This design comes from an exercise in tuning for a short achievable clock period and few clock cycles on the open sky130 flow, not from production work. In this exercise RTL edits were held to simulation tests only and were not proved equivalent to the original. No activity file was given, so power comes from the tool's default toggle rates.

==> flow/design.v <==
package cpu_pkg;
    typedef logic [32-1:0] word_t;
    typedef logic [32-1:0] addr_t;      
    typedef logic [5-1:0]  reg_idx_t;
    typedef logic [4:0] alu_op_t;
    typedef logic [1:0] a_sel_t;
    typedef logic [1:0] b_sel_t;
    typedef logic [1:0] wb_sel_t;                
    typedef logic       dst_sel_t;               
    typedef logic [1:0] br_sel_t;
endpackage
`timescale 1ns/10ps
module fetch_decode (
    input  logic               clk,
    input  logic               rst,
    input  logic               i_stall,
    input  cpu_pkg::word_t     i_inst,
    input  logic               i_inst_valid,
    input  cpu_pkg::reg_idx_t  i_wb_dst,
    input  logic               i_redirect,
    input  cpu_pkg::addr_t     i_redirect_pc,
    output cpu_pkg::addr_t     o_inst_addr,
    output cpu_pkg::word_t     o_inst,
    output cpu_pkg::addr_t     o_pc,
    output logic               o_reg_we,
    output cpu_pkg::wb_sel_t   o_wb_sel,
    output cpu_pkg::dst_sel_t  o_dst_sel,
    output cpu_pkg::alu_op_t   o_alu_op,
    output cpu_pkg::a_sel_t    o_a_sel,
    output cpu_pkg::b_sel_t    o_b_sel,
    output logic               o_sign_ext,
    output logic               o_mem_r,
    output logic               o_mem_w,
    output cpu_pkg::br_sel_t   o_br_sel
);
    cpu_pkg::addr_t    pc;
    cpu_pkg::addr_t    pc_next;
    cpu_pkg::reg_idx_t d_dst;
    cpu_pkg::a_sel_t   base_a;
    cpu_pkg::b_sel_t   base_b;
    logic              rs_fwd;
    logic              rt_fwd;
    logic              br_in_exec;
    logic              br_in_mem;
    logic              br_in_wb;
    logic              bubble;
    logic              pc_freeze;
    logic [5:0]        d_op;
    logic [5:0]        d_fn;
    cpu_pkg::reg_idx_t d_rs;
    cpu_pkg::reg_idx_t d_rt;
    cpu_pkg::reg_idx_t d_rd;
    logic [5:0]        n_op;
    cpu_pkg::reg_idx_t n_rs;
    cpu_pkg::reg_idx_t n_rt;
    function automatic logic uses_rs(cpu_pkg::word_t w);
        logic [5:0] fn;
        fn = w[5:0];
        case (w[31:26])
            6'b000000: uses_rs = !(fn == 6'b000000 || fn == 6'b000010 ||
                                         fn == 6'b000011);
            6'b000010, 6'b001111: uses_rs = 1'b0;
            default: uses_rs = 1'b1;
        endcase
    endfunction
    function automatic logic uses_rt(cpu_pkg::word_t w);
        case (w[31:26])
            6'b000000, 6'b101011, 6'b000100, 6'b000101: uses_rt = 1'b1;
            default: uses_rt = 1'b0;
        endcase
    endfunction
    assign d_op = o_inst[31:26];
    assign d_fn = o_inst[5:0];
    assign d_rs = o_inst[25:21];
    assign d_rt = o_inst[20:16];
    assign d_rd = o_inst[15:11];
    assign n_op = i_inst[31:26];
    assign n_rs = i_inst[25:21];
    assign n_rt = i_inst[20:16];
    assign rs_fwd = (d_rs != '0) && (d_rs == i_wb_dst);      
    assign rt_fwd = (d_rt != '0) && (d_rt == i_wb_dst);
    always_comb begin
        o_reg_we   = 1'b0;
        o_wb_sel   = 2'd0;
        o_dst_sel  = 1'b0;
        o_alu_op   = 5'h00;
        base_a     = 2'd0;
        base_b     = 2'd0;
        o_sign_ext = 1'b0;
        o_mem_r    = 1'b0;
        o_mem_w    = 1'b0;
        o_br_sel   = 2'd0;
        case (d_op)
            6'b000000: begin
                o_reg_we = 1'b1;
                case (d_fn)
                    6'b100000, 6'b100001: o_alu_op = 5'h00;
                    6'b100010, 6'b100011: o_alu_op = 5'h01;
                    6'b100100:               o_alu_op = 5'h02;
                    6'b100101:                o_alu_op = 5'h04;
                    6'b100110:               o_alu_op = 5'h05;
                    6'b100111:               o_alu_op = 5'h06;
                    6'b101010:               o_alu_op = 5'h03;
                    6'b101011:              o_alu_op = 5'h0A;
                    6'b000000, 6'b000100: o_alu_op = 5'h07;
                    6'b000010, 6'b000110: o_alu_op = 5'h08;
                    6'b000011, 6'b000111: o_alu_op = 5'h09;
                    default:                   o_reg_we = 1'b0;
                endcase
                if (d_fn[5:3] == 3'b000) begin       
                    base_a = 2'd1;
                    base_b = 2'd2;
                end
            end
            6'b001000, 6'b001001, 6'b001010, 6'b001011,
            6'b001100, 6'b001101, 6'b001110, 6'b001111: begin
                o_reg_we   = 1'b1;
                o_dst_sel  = 1'b1;
                base_b     = 2'd1;
                o_sign_ext = (d_op[2] == 1'b0);       
                case (d_op)
                    6'b001010:              o_alu_op = 5'h03;
                    6'b001011:             o_alu_op = 5'h0A;
                    6'b001100:              o_alu_op = 5'h02;
                    6'b001101:               o_alu_op = 5'h04;
                    6'b001110, 6'b001111: o_alu_op = 5'h05;
                    default:                   o_alu_op = 5'h00;
                endcase
                if (d_op == 6'b001111) begin
                    base_a   = 2'd2;
                    o_wb_sel = 2'd2;
                end
            end
            6'b100011: begin
                o_reg_we   = 1'b1;
                o_dst_sel  = 1'b1;
                o_wb_sel   = 2'd1;
                base_b     = 2'd1;
                o_sign_ext = 1'b1;
                o_mem_r    = 1'b1;
            end
            6'b101011: begin
                base_b     = 2'd1;
                o_sign_ext = 1'b1;
                o_mem_w    = 1'b1;
            end
            6'b000100: begin
                o_alu_op = 5'h0B;
                o_br_sel = 2'd1;
            end
            6'b000101: begin
                o_alu_op = 5'h0C;
                o_br_sel = 2'd2;
            end
            default: ;
        endcase
        o_a_sel = base_a;
        if ((base_a == 2'd0 && rs_fwd) || (base_a == 2'd1 && rt_fwd))
            o_a_sel = 2'd3;
        o_b_sel = base_b;
        if ((base_b == 2'd0 && rt_fwd) || (o_mem_w && rt_fwd) ||
            (base_b == 2'd2 && d_fn[2] && rs_fwd))
            o_b_sel = 2'd3;
    end
    assign d_dst = !o_reg_we ? '0 :
                   (o_dst_sel == 1'b0) ? d_rd : d_rt;
    assign br_in_exec = (o_br_sel != 2'd0);
    assign bubble     = !i_inst_valid || br_in_exec || br_in_mem || br_in_wb ||
                        (uses_rs(i_inst) && n_rs != '0 && n_rs == d_dst) ||
                        (uses_rt(i_inst) && n_rt != '0 && n_rt == d_dst);
    assign pc_freeze = (bubble || n_op == 6'b000100 || n_op == 6'b000101) && !i_redirect;
    assign pc_next   = i_redirect ? i_redirect_pc :
                       (n_op == 6'b000010) ? {pc[31:28], i_inst[25:0], 2'b00} :
                       pc + 32'd4;
    assign o_inst_addr = pc;
    always_ff @(posedge clk) begin
        if (rst) begin
            pc        <= '0;
            o_inst    <= 32'h0000_0000;
            o_pc      <= '0;
            br_in_mem <= 1'b0;
            br_in_wb  <= 1'b0;
        end else if (!i_stall) begin
            pc        <= pc_freeze ? pc : pc_next;
            o_inst    <= bubble ? 32'h0000_0000 : i_inst;
            o_pc      <= pc;
            br_in_mem <= br_in_exec;
            br_in_wb  <= br_in_mem;
        end
    end
endmodule
`timescale 1ns/10ps
module execute_stage (
    input  logic               clk,
    input  logic               rst,
    input  logic               i_stall,
    input  cpu_pkg::word_t     i_inst,
    input  cpu_pkg::addr_t     i_pc,
    input  logic               i_reg_we,
    input  cpu_pkg::wb_sel_t   i_wb_sel,
    input  cpu_pkg::dst_sel_t  i_dst_sel,
    input  cpu_pkg::alu_op_t   i_alu_op,
    input  cpu_pkg::a_sel_t    i_a_sel,
    input  cpu_pkg::b_sel_t    i_b_sel,
    input  logic               i_sign_ext,
    input  logic               i_mem_r,
    input  logic               i_mem_w,
    input  cpu_pkg::br_sel_t   i_br_sel,
    input  cpu_pkg::word_t     i_rs_data,
    input  cpu_pkg::word_t     i_rt_data,
    input  cpu_pkg::word_t     i_fwd,
    output cpu_pkg::reg_idx_t  o_rs_idx,
    output cpu_pkg::reg_idx_t  o_rt_idx,
    output cpu_pkg::word_t     o_inst,
    output cpu_pkg::addr_t     o_pc,
    output logic               o_reg_we,
    output cpu_pkg::wb_sel_t   o_wb_sel,
    output cpu_pkg::dst_sel_t  o_dst_sel,
    output logic               o_mem_r,
    output logic               o_mem_w,
    output cpu_pkg::br_sel_t   o_br_sel,
    output cpu_pkg::word_t     o_result,
    output cpu_pkg::word_t     o_store_data
);
    cpu_pkg::word_t imm;
    cpu_pkg::word_t alu_a;
    cpu_pkg::word_t alu_b;
    cpu_pkg::word_t alu_out;
    assign o_rs_idx = i_inst[25:21];
    assign o_rt_idx = i_inst[20:16];
    assign imm = {{16{i_sign_ext & i_inst[15]}}, i_inst[15:0]};
    always_comb begin
        case (i_a_sel)
            2'd0:   alu_a = i_rs_data;
            2'd1:   alu_a = i_rt_data;
            2'd2: alu_a = '0;
            default:     alu_a = i_fwd;
        endcase
        case (i_b_sel)
            2'd0:    alu_b = i_rt_data;
            2'd1:   alu_b = imm;
            2'd2: alu_b = i_inst[2] ? i_rs_data : cpu_pkg::word_t'(i_inst[10:6]);
            default:      alu_b = i_mem_w ? imm : i_fwd;
        endcase
    end
    always_comb begin
        case (i_alu_op)
            5'h00:  alu_out = alu_a + alu_b;
            5'h01:  alu_out = alu_a - alu_b;
            5'h02:  alu_out = alu_a & alu_b;
            5'h03:  alu_out = cpu_pkg::word_t'($signed(alu_a) < $signed(alu_b));
            5'h04:   alu_out = alu_a | alu_b;
            5'h05:  alu_out = alu_a ^ alu_b;
            5'h06:  alu_out = ~(alu_a | alu_b);
            5'h07:  alu_out = alu_a << alu_b[4:0];
            5'h08:  alu_out = alu_a >> alu_b[4:0];
            5'h09:  alu_out = $signed(alu_a) >>> alu_b[4:0];
            5'h0A: alu_out = cpu_pkg::word_t'(alu_a < alu_b);
            5'h0B:   alu_out = cpu_pkg::word_t'(alu_a == alu_b);
            5'h0C:   alu_out = cpu_pkg::word_t'(alu_a != alu_b);
            default:       alu_out = '0;
        endcase
    end
    always_ff @(posedge clk) begin
        if (rst) begin
            o_reg_we  <= 1'b0;
            o_wb_sel  <= 2'd0;
            o_dst_sel <= 1'b0;
            o_mem_r   <= 1'b0;
            o_mem_w   <= 1'b0;
            o_br_sel  <= 2'd0;
        end else if (!i_stall) begin
            o_reg_we  <= i_reg_we;
            o_wb_sel  <= i_wb_sel;
            o_dst_sel <= i_dst_sel;
            o_mem_r   <= i_mem_r;
            o_mem_w   <= i_mem_w;
            o_br_sel  <= i_br_sel;
        end
    end
    always_ff @(posedge clk) begin
        if (!i_stall) begin
            o_inst       <= i_inst;
            o_pc         <= i_pc;
            o_result     <= alu_out;
            o_store_data <= (i_b_sel == 2'd3) ? i_fwd : i_rt_data;
        end
    end
endmodule
`timescale 1ns/10ps
module memory_stage (
    input  logic               clk,
    input  logic               rst,
    input  logic               i_stall,
    input  cpu_pkg::word_t     i_inst,
    input  cpu_pkg::addr_t     i_pc,
    input  logic               i_reg_we,
    input  cpu_pkg::wb_sel_t   i_wb_sel,
    input  cpu_pkg::dst_sel_t  i_dst_sel,
    input  logic               i_mem_r,
    input  logic               i_mem_w,
    input  cpu_pkg::br_sel_t   i_br_sel,
    input  cpu_pkg::word_t     i_result,
    input  cpu_pkg::word_t     i_store_data,
    input  cpu_pkg::word_t     i_data_in,
    output cpu_pkg::addr_t     o_data_addr,
    output cpu_pkg::word_t     o_data_out,
    output logic               o_data_we,
    output logic               o_data_rd,
    output logic               o_wb_we,
    output cpu_pkg::reg_idx_t  o_wb_idx,
    output cpu_pkg::word_t     o_wb_data,
    output logic               o_redirect,
    output cpu_pkg::addr_t     o_redirect_pc
);
    cpu_pkg::word_t    wb_next;
    cpu_pkg::reg_idx_t dst_idx;
    cpu_pkg::addr_t    seq_pc;
    cpu_pkg::addr_t    br_offset;
    assign o_data_addr = i_result;
    assign o_data_out  = i_store_data;
    assign o_data_we   = i_mem_w;
    assign o_data_rd   = i_mem_r;
    always_comb begin
        case (i_wb_sel)
            2'd1: wb_next = i_data_in;
            2'd2:  wb_next = {i_result[15:0], 16'b0};
            default:      wb_next = i_result;
        endcase
    end
    assign dst_idx   = !i_reg_we ? '0 :
                       (i_dst_sel == 1'b0) ? i_inst[15:11] : i_inst[20:16];
    assign seq_pc    = i_pc + 32'd4;
    assign br_offset = {{14{i_inst[15]}}, i_inst[15:0], 2'b00};
    always_ff @(posedge clk) begin
        if (rst) begin
            o_wb_we    <= 1'b0;
            o_wb_idx   <= '0;
            o_redirect <= 1'b0;
        end else if (!i_stall) begin
            o_wb_we    <= i_reg_we;
            o_wb_idx   <= dst_idx;
            o_redirect <= (i_br_sel != 2'd0);
        end
    end
    always_ff @(posedge clk) begin
        if (!i_stall) begin
            o_wb_data     <= wb_next;
            o_redirect_pc <= (|i_result) ? seq_pc + br_offset : seq_pc;      
        end
    end
endmodule
`timescale 1ns/10ps
module reg_file (
    input  logic               clk,
    input  logic               rst,
    input  cpu_pkg::reg_idx_t  i_rs_idx,
    input  cpu_pkg::reg_idx_t  i_rt_idx,
    input  logic               i_we,
    input  cpu_pkg::reg_idx_t  i_w_idx,
    input  cpu_pkg::word_t     i_w_data,
    output cpu_pkg::word_t     o_rs_data,
    output cpu_pkg::word_t     o_rt_data
);
    cpu_pkg::word_t regs [1:31];     
    assign o_rs_data = (i_rs_idx == '0) ? '0 : regs[i_rs_idx];
    assign o_rt_data = (i_rt_idx == '0) ? '0 : regs[i_rt_idx];
    always_ff @(posedge clk) begin
        if (rst) begin
            for (int i = 1; i < 32; i++)
                regs[i] <= '0;
        end else if (i_we && i_w_idx != '0) begin
            regs[i_w_idx] <= i_w_data;
        end
    end
endmodule
`timescale 1ns/10ps
module cpu_core (
    input  logic            clk,
    input  logic            rst,
    output cpu_pkg::addr_t  o_inst_addr,
    input  cpu_pkg::word_t  i_inst,
    input  logic            i_inst_valid,
    output cpu_pkg::addr_t  o_data_addr,
    input  cpu_pkg::word_t  i_data_in,
    output cpu_pkg::word_t  o_data_out,
    output logic            o_data_we,
    output logic            o_data_rd,
    input  logic            i_data_ready
);
    logic              stall;
    cpu_pkg::word_t    fd_inst;
    cpu_pkg::addr_t    fd_pc;
    logic              fd_reg_we;
    cpu_pkg::wb_sel_t  fd_wb_sel;
    cpu_pkg::dst_sel_t fd_dst_sel;
    cpu_pkg::alu_op_t  fd_alu_op;
    cpu_pkg::a_sel_t   fd_a_sel;
    cpu_pkg::b_sel_t   fd_b_sel;
    logic              fd_sign_ext;
    logic              fd_mem_r;
    logic              fd_mem_w;
    cpu_pkg::br_sel_t  fd_br_sel;
    cpu_pkg::reg_idx_t ex_rs_idx;
    cpu_pkg::reg_idx_t ex_rt_idx;
    cpu_pkg::word_t    ex_inst;
    cpu_pkg::addr_t    ex_pc;
    logic              ex_reg_we;
    cpu_pkg::wb_sel_t  ex_wb_sel;
    cpu_pkg::dst_sel_t ex_dst_sel;
    logic              ex_mem_r;
    logic              ex_mem_w;
    cpu_pkg::br_sel_t  ex_br_sel;
    cpu_pkg::word_t    ex_result;
    cpu_pkg::word_t    ex_store_data;
    cpu_pkg::word_t    rf_rs_data;
    cpu_pkg::word_t    rf_rt_data;
    logic              wb_we;
    cpu_pkg::reg_idx_t wb_idx;
    cpu_pkg::word_t    wb_data;
    logic              redirect;
    cpu_pkg::addr_t    redirect_pc;
    assign stall = ~i_data_ready;
    fetch_decode i_fetch_decode (
        .clk           (clk),
        .rst           (rst),
        .i_stall       (stall),
        .i_inst        (i_inst),
        .i_inst_valid  (i_inst_valid),
        .i_wb_dst      (wb_idx),
        .i_redirect    (redirect),
        .i_redirect_pc (redirect_pc),
        .o_inst_addr   (o_inst_addr),
        .o_inst        (fd_inst),
        .o_pc          (fd_pc),
        .o_reg_we      (fd_reg_we),
        .o_wb_sel      (fd_wb_sel),
        .o_dst_sel     (fd_dst_sel),
        .o_alu_op      (fd_alu_op),
        .o_a_sel       (fd_a_sel),
        .o_b_sel       (fd_b_sel),
        .o_sign_ext    (fd_sign_ext),
        .o_mem_r       (fd_mem_r),
        .o_mem_w       (fd_mem_w),
        .o_br_sel      (fd_br_sel)
    );
    execute_stage i_execute_stage (
        .clk          (clk),
        .rst          (rst),
        .i_stall      (stall),
        .i_inst       (fd_inst),
        .i_pc         (fd_pc),
        .i_reg_we     (fd_reg_we),
        .i_wb_sel     (fd_wb_sel),
        .i_dst_sel    (fd_dst_sel),
        .i_alu_op     (fd_alu_op),
        .i_a_sel      (fd_a_sel),
        .i_b_sel      (fd_b_sel),
        .i_sign_ext   (fd_sign_ext),
        .i_mem_r      (fd_mem_r),
        .i_mem_w      (fd_mem_w),
        .i_br_sel     (fd_br_sel),
        .i_rs_data    (rf_rs_data),
        .i_rt_data    (rf_rt_data),
        .i_fwd        (wb_data),
        .o_rs_idx     (ex_rs_idx),
        .o_rt_idx     (ex_rt_idx),
        .o_inst       (ex_inst),
        .o_pc         (ex_pc),
        .o_reg_we     (ex_reg_we),
        .o_wb_sel     (ex_wb_sel),
        .o_dst_sel    (ex_dst_sel),
        .o_mem_r      (ex_mem_r),
        .o_mem_w      (ex_mem_w),
        .o_br_sel     (ex_br_sel),
        .o_result     (ex_result),
        .o_store_data (ex_store_data)
    );
    memory_stage i_memory_stage (
        .clk           (clk),
        .rst           (rst),
        .i_stall       (stall),
        .i_inst        (ex_inst),
        .i_pc          (ex_pc),
        .i_reg_we      (ex_reg_we),
        .i_wb_sel      (ex_wb_sel),
        .i_dst_sel     (ex_dst_sel),
        .i_mem_r       (ex_mem_r),
        .i_mem_w       (ex_mem_w),
        .i_br_sel      (ex_br_sel),
        .i_result      (ex_result),
        .i_store_data  (ex_store_data),
        .i_data_in     (i_data_in),
        .o_data_addr   (o_data_addr),
        .o_data_out    (o_data_out),
        .o_data_we     (o_data_we),
        .o_data_rd     (o_data_rd),
        .o_wb_we       (wb_we),
        .o_wb_idx      (wb_idx),
        .o_wb_data     (wb_data),
        .o_redirect    (redirect),
        .o_redirect_pc (redirect_pc)
    );
    reg_file i_reg_file (
        .clk       (clk),
        .rst       (rst),
        .i_rs_idx  (ex_rs_idx),
        .i_rt_idx  (ex_rt_idx),
        .i_we      (wb_we),
        .i_w_idx   (wb_idx),
        .i_w_data  (wb_data),
        .o_rs_data (rf_rs_data),
        .o_rt_data (rf_rt_data)
    );
endmodule
==> flow/run.sh <==
#!/bin/bash
# synth_recipe.tcl (not shown) runs the flow's synth.tcl, then flattens the netlist and writes it again
# the make line also repeats each setting of config.mk as NAME=value (left out here)
make -C /OpenROAD-flow-scripts/flow DESIGN_CONFIG=/design/flow/config.mk WORK_HOME=/design/flow/orfs CLKGATE_MAP_FILE= SYNTH_SCRIPT=/design/flow/synth_recipe.tcl finish
==> flow/config.mk <==
export PLATFORM = sky130hd
export DESIGN_NAME = cpu_core
export DESIGN_NICKNAME = cpu_core
export VERILOG_FILES = /design/flow/design.v
export SDC_FILE = /design/flow/constraint.sdc
export NUM_CORES = 4
export LEC_CHECK = 0
export CAP_MARGIN = 20
export CORE_MARGIN = 2
export CORE_UTILIZATION = 55
export SLEW_MARGIN = 20
==> flow/constraint.sdc <==
create_clock -name core_clock -period 8.0 [get_ports {clk}]
set_input_delay 1.6000 -clock core_clock [delete_from_list [all_inputs] [get_ports {clk}]]
set_output_delay 1.6000 -clock core_clock [all_outputs]
set_load 0.01 [all_outputs]
==> impl_metrics.toml <==
[run_status]
status = "finished clean"

[floorplanning]
dieArea_mm2 = 0.149
die_y_um = 386
initial_core_util_pct = 55.3
die_w_um = 386
core_mm2 = 0.145
ioPinCount = 166
rows = 140

[yosys]
synth-seq-area-share_pct = 48.2
syn_area_per_cell_um2 = 11.8
synth_edf_count = 1205
syn_inst = 6785
synth_seq_cells = 1333
yosys_warnings = 4
synth_flop_cell = "edfxtp_1"
ys_types = 98
ys_async_sr_fraction_pct = 0
syn_area_mm2 = 0.0804

[route]
wire_per_inst_um = 36.1
firstDrtPassIters = 8
antenna_left = 0
drt-initial-drc-count = 10800
vias_per_cell = 7.09
drc = 0
wirelength_mm = 321
via_count = 63100

[setup_path]
cp.arrival_ns = 7.63
required_ns = 8.52
crit_start = "i_fetch_decode.o_inst[28]"
crit_fanout = 42
reg2reg_to = "i_execute_stage.o_result[30]"
critPathLaunchType = "register"
endpoint = "i_execute_stage.o_result[30]"
reg2reg_depth = 22
endpoint_kind = "register"
r2r_start = "i_fetch_decode.o_inst[28]"
r2r_setup_slack_ns = 0.88
setup.worst_path.class = "register to register"

[grt]
grt_pass1_wl_mm = 448
first_global_vias = 59500
grt_max_degree = 148
grt_overflow = 0
grt_usage_pct = 42.8
antenna_found_initial = 23

[clock_network]
root_buffer = "clkbuf_16"
tritoncts = "done"
clock_path_buffers = 3
cts.sinks = 1333
cts_setup_buffers = 0
cts_resized = 0
cts_buffers = 147
cts_hold_buf = 0
clk_latency_ns = 0.83
h-tree-depth = 4
cts.clk_slew.worst_paths_ns = 0.06

[timing]
rsz0062_at_grt = "no"
fin_hold_ws_ns = 0.417
finalClockSkew_ns = 0.0342
period_needed_ns = 7.12
maxSlewViolCount = 0
setup_tns_ns = 0
maxClockFrequency_ghz = 0.141
tightest_slew_ns = 1.23
max_slew_margin_pct = 17.0
fin_crit_sh_pct = 88.9
setup_viol_count_final = 0
hold_viol_final = 0

[worst_hold_path]
hold_path.class = "register to register"
min_path_cells = 0

[placed_design]
dp_hpwl_mm = 216
io_buffers = 165
place_congestion = 1.01

[cells_and_area]
layout_common_cells = "edfxtp_1 (1205), and2_1 (987), nand2_1 (502)"
layout-drive-gt1-share_pct = 17.3
final_common_cell = "edfxtp_1"
fillCellCount = 11400
syn_to_final_growth_pct = 11.6
nNetsFinal = 7064

[power]
ir_drop_mv = 0.221
p_leak_nw = 32.2
power_density_mw_per_mm2 = 238

[flow_run]
max_cap_viol_count = 0
-- cell usage after synthesis (31+ instances only) --
| cell | number | area (um2) |
|---|---|---|
| edfxtp_1 | 1205 | 36200 |
| and2_1 | 988 | 6180 |
| nand2_1 | 502 | 1880 |
| mux4_2 | 483 | 10900 |
| clkbuf_1 | 386 | 1450 |
| nor2_1 | 383 | 1440 |
| mux2i_1 | 264 | 2640 |
| o21ai_0 | 232 | 1160 |
| a21oi_1 | 231 | 1160 |
| a22oi_1 | 152 | 1140 |
| nand3_1 | 145 | 726 |
| ha_1 | 140 | 1750 |
| dfxtp_1 | 128 | 2560 |
| inv_1 | 125 | 469 |
| nor3_1 | 100 | 500 |
| buf_2 | 92 | 460 |
| xnor2_1 | 87 | 762 |
| a211oi_1 | 57 | 428 |
| and3_1 | 50 | 313 |
| buf_1 | 50 | 188 |
| mux2_2 | 47 | 529 |
| or2_2 | 47 | 294 |
| o22ai_1 | 46 | 288 |
| a221oi_1 | 44 | 385 |
| a22o_1 | 44 | 385 |
| a31oi_1 | 42 | 263 |
| nor2b_1 | 38 | 238 |
| o211ai_1 | 37 | 278 |
| nand4_1 | 35 | 219 |
| buf_6 | 34 | 383 |
| a32oi_1 | 32 | 280 |
| nand2b_1 | 31 | 194 |
-- flip-flops by register name, summed over array words and instances, names as in the netlist, 32 cells and up, named ones only --
signal                        count
i_execute_stage.o_pc             32
i_reg_file.regs                1024
i_memory_stage.o_redirect_pc     32
i_execute_stage.o_result         32
i_memory_stage.o_wb_data         32
i_execute_stage.o_store_data     32
i_fetch_decode.o_inst            32
i_fetch_decode.pc                32
i_fetch_decode.o_pc              32
-- power by group --
| part | internal, W | leakage (nW) | total [W] | switching [W] |
|---|---|---|---|---|
| Clock | 0.00390 | 2.32 | 0.00692 | 0.00302 |
| Sequential | 0.00803 | 13.5 | 0.00843 | 0.000402 |
| Combinational | 0.00199 | 16.4 | 0.00598 | 0.00399 |
-- worst max-delay path, stage by stage (launching register included) --
cell and delay (ns):
dfxtp_1 0.48, nor4_2 0.39, and3_1 0.59, nand3_1 0.33, o2bb2ai_4 0.54, buf_4 0.51
a211oi_2 0.16, nor2_4 0.16, ha_1 0.36, inv_1 0.11, fa_1 0.49, o21bai_1 0.14
a21oi_1 0.12, o21bai_1 0.29, a311oi_1 0.14, buf_4 0.19, nor4b_1 0.44, o21ai_0 0.28
a31oi_1 0.37, nand2_1 0.14, a211oi_1 0.32, xnor2_1 0.16, o22ai_1 0.09
-- per-layer routing --
layer  track usage, %  up-vias  routed length, um
met5                0        -                 56
met4             22.5       10              20200
met3             12.8      931              45100
met2             61.3     4886             136000
met1             58.6    31500             120000
li1                 -    25800                  -
-- metrics by stage --
stage | instances | power (W) | worst slack, ns | area [um2] | util, %
floorplan | 6816 | 0.0117 | 1.66 | 80500 | -
global placement | 8615 | 0.0142 | 1.22 | 84800 | 58.3
detailed placement | 8616 | 0.0142 | 1.18 | 84800 | 58.3
CTS | 8884 | 0.0211 | 1.14 | 89600 | 61.6
global route | 8892 | 0.0218 | 0.608 | 89700 | 61.7
finish | 8898 | 0.0213 | 0.885 | 89700 | 61.7
-- logic make-up after synthesis --
family | synth area share (%)
mux | 17.9
fa+ha+maj | 2.25
other cells | 0.00467
compound gates | 10.4
xor+xnor | 1.18
buf+inv | 4.06
simple gates | 15.9
flops | 48.2
-- how the worst min path moves through the flow --
stage / to / from / slack [ns]
3_5_place_dp: i_memory_stage.o_redirect_pc[0] / i_execute_stage.o_pc[0] / 0.41
5_1_grt: i_memory_stage.o_redirect_pc[1] / i_execute_stage.o_pc[1] / 0.42
4_1_cts: i_memory_stage.o_redirect_pc[0] / i_execute_stage.o_pc[0] / 0.42
3_3_place_gp: i_memory_stage.o_redirect_pc[0] / i_execute_stage.o_pc[0] / 0.40
6_report: i_memory_stage.o_redirect_pc[0] / i_execute_stage.o_pc[0] / 0.42
2_1_floorplan: i_memory_stage.o_redirect_pc[0] / i_execute_stage.o_pc[0] / 0.40
-- final cells by class --
type                    instances  area [um2]  share of cell area [%]
inverters                     137         515                   0.575
well taps                    1917        2400                    2.67
clock inverters                78         938                    1.05
multi-input cells            4753       38900                    43.3
diodes                          9        22.5                  0.0251
repair buffers                481        4310                    4.80
clock buffers                 190        3880                    4.33
flip-flops and latches       1333       38800                    43.2
Testbench counts, summed over its fixed seeds: cycles 24,031.

-- static timing again, ports no longer ideal --
No port has a modelled driver above. Below, the same layout with a new extraction and two added sets of constraints. Step 1: set_driving_cell puts a clkbuf_16 on clk and a buf_2 on each other input, an assumption about the parent block. Step 2 adds t to the input delays and takes it off the output delays; t is the mean of the earliest and latest rising clock arrival at the registers after step 1. Input paths then give back, and output paths get back, about the clock's delay inside the block. Slacks: ideal ports / drivers / drivers and shift; pairs: ideal ports / drivers.
shift t [ns]: 0.893
slack for setup (ns): 0.885 / 0.885 / 0.885
worst setup path after step 2: register to register
clock arrival spread, ns: 0.036 / 0.037
worst register clock-pin slew, ns: 0.07 / 0.07
After both steps this run still meets setup and hold. The setup slack of this run moves by 0.000 ns with the drivers and by 0.000 ns with both steps.
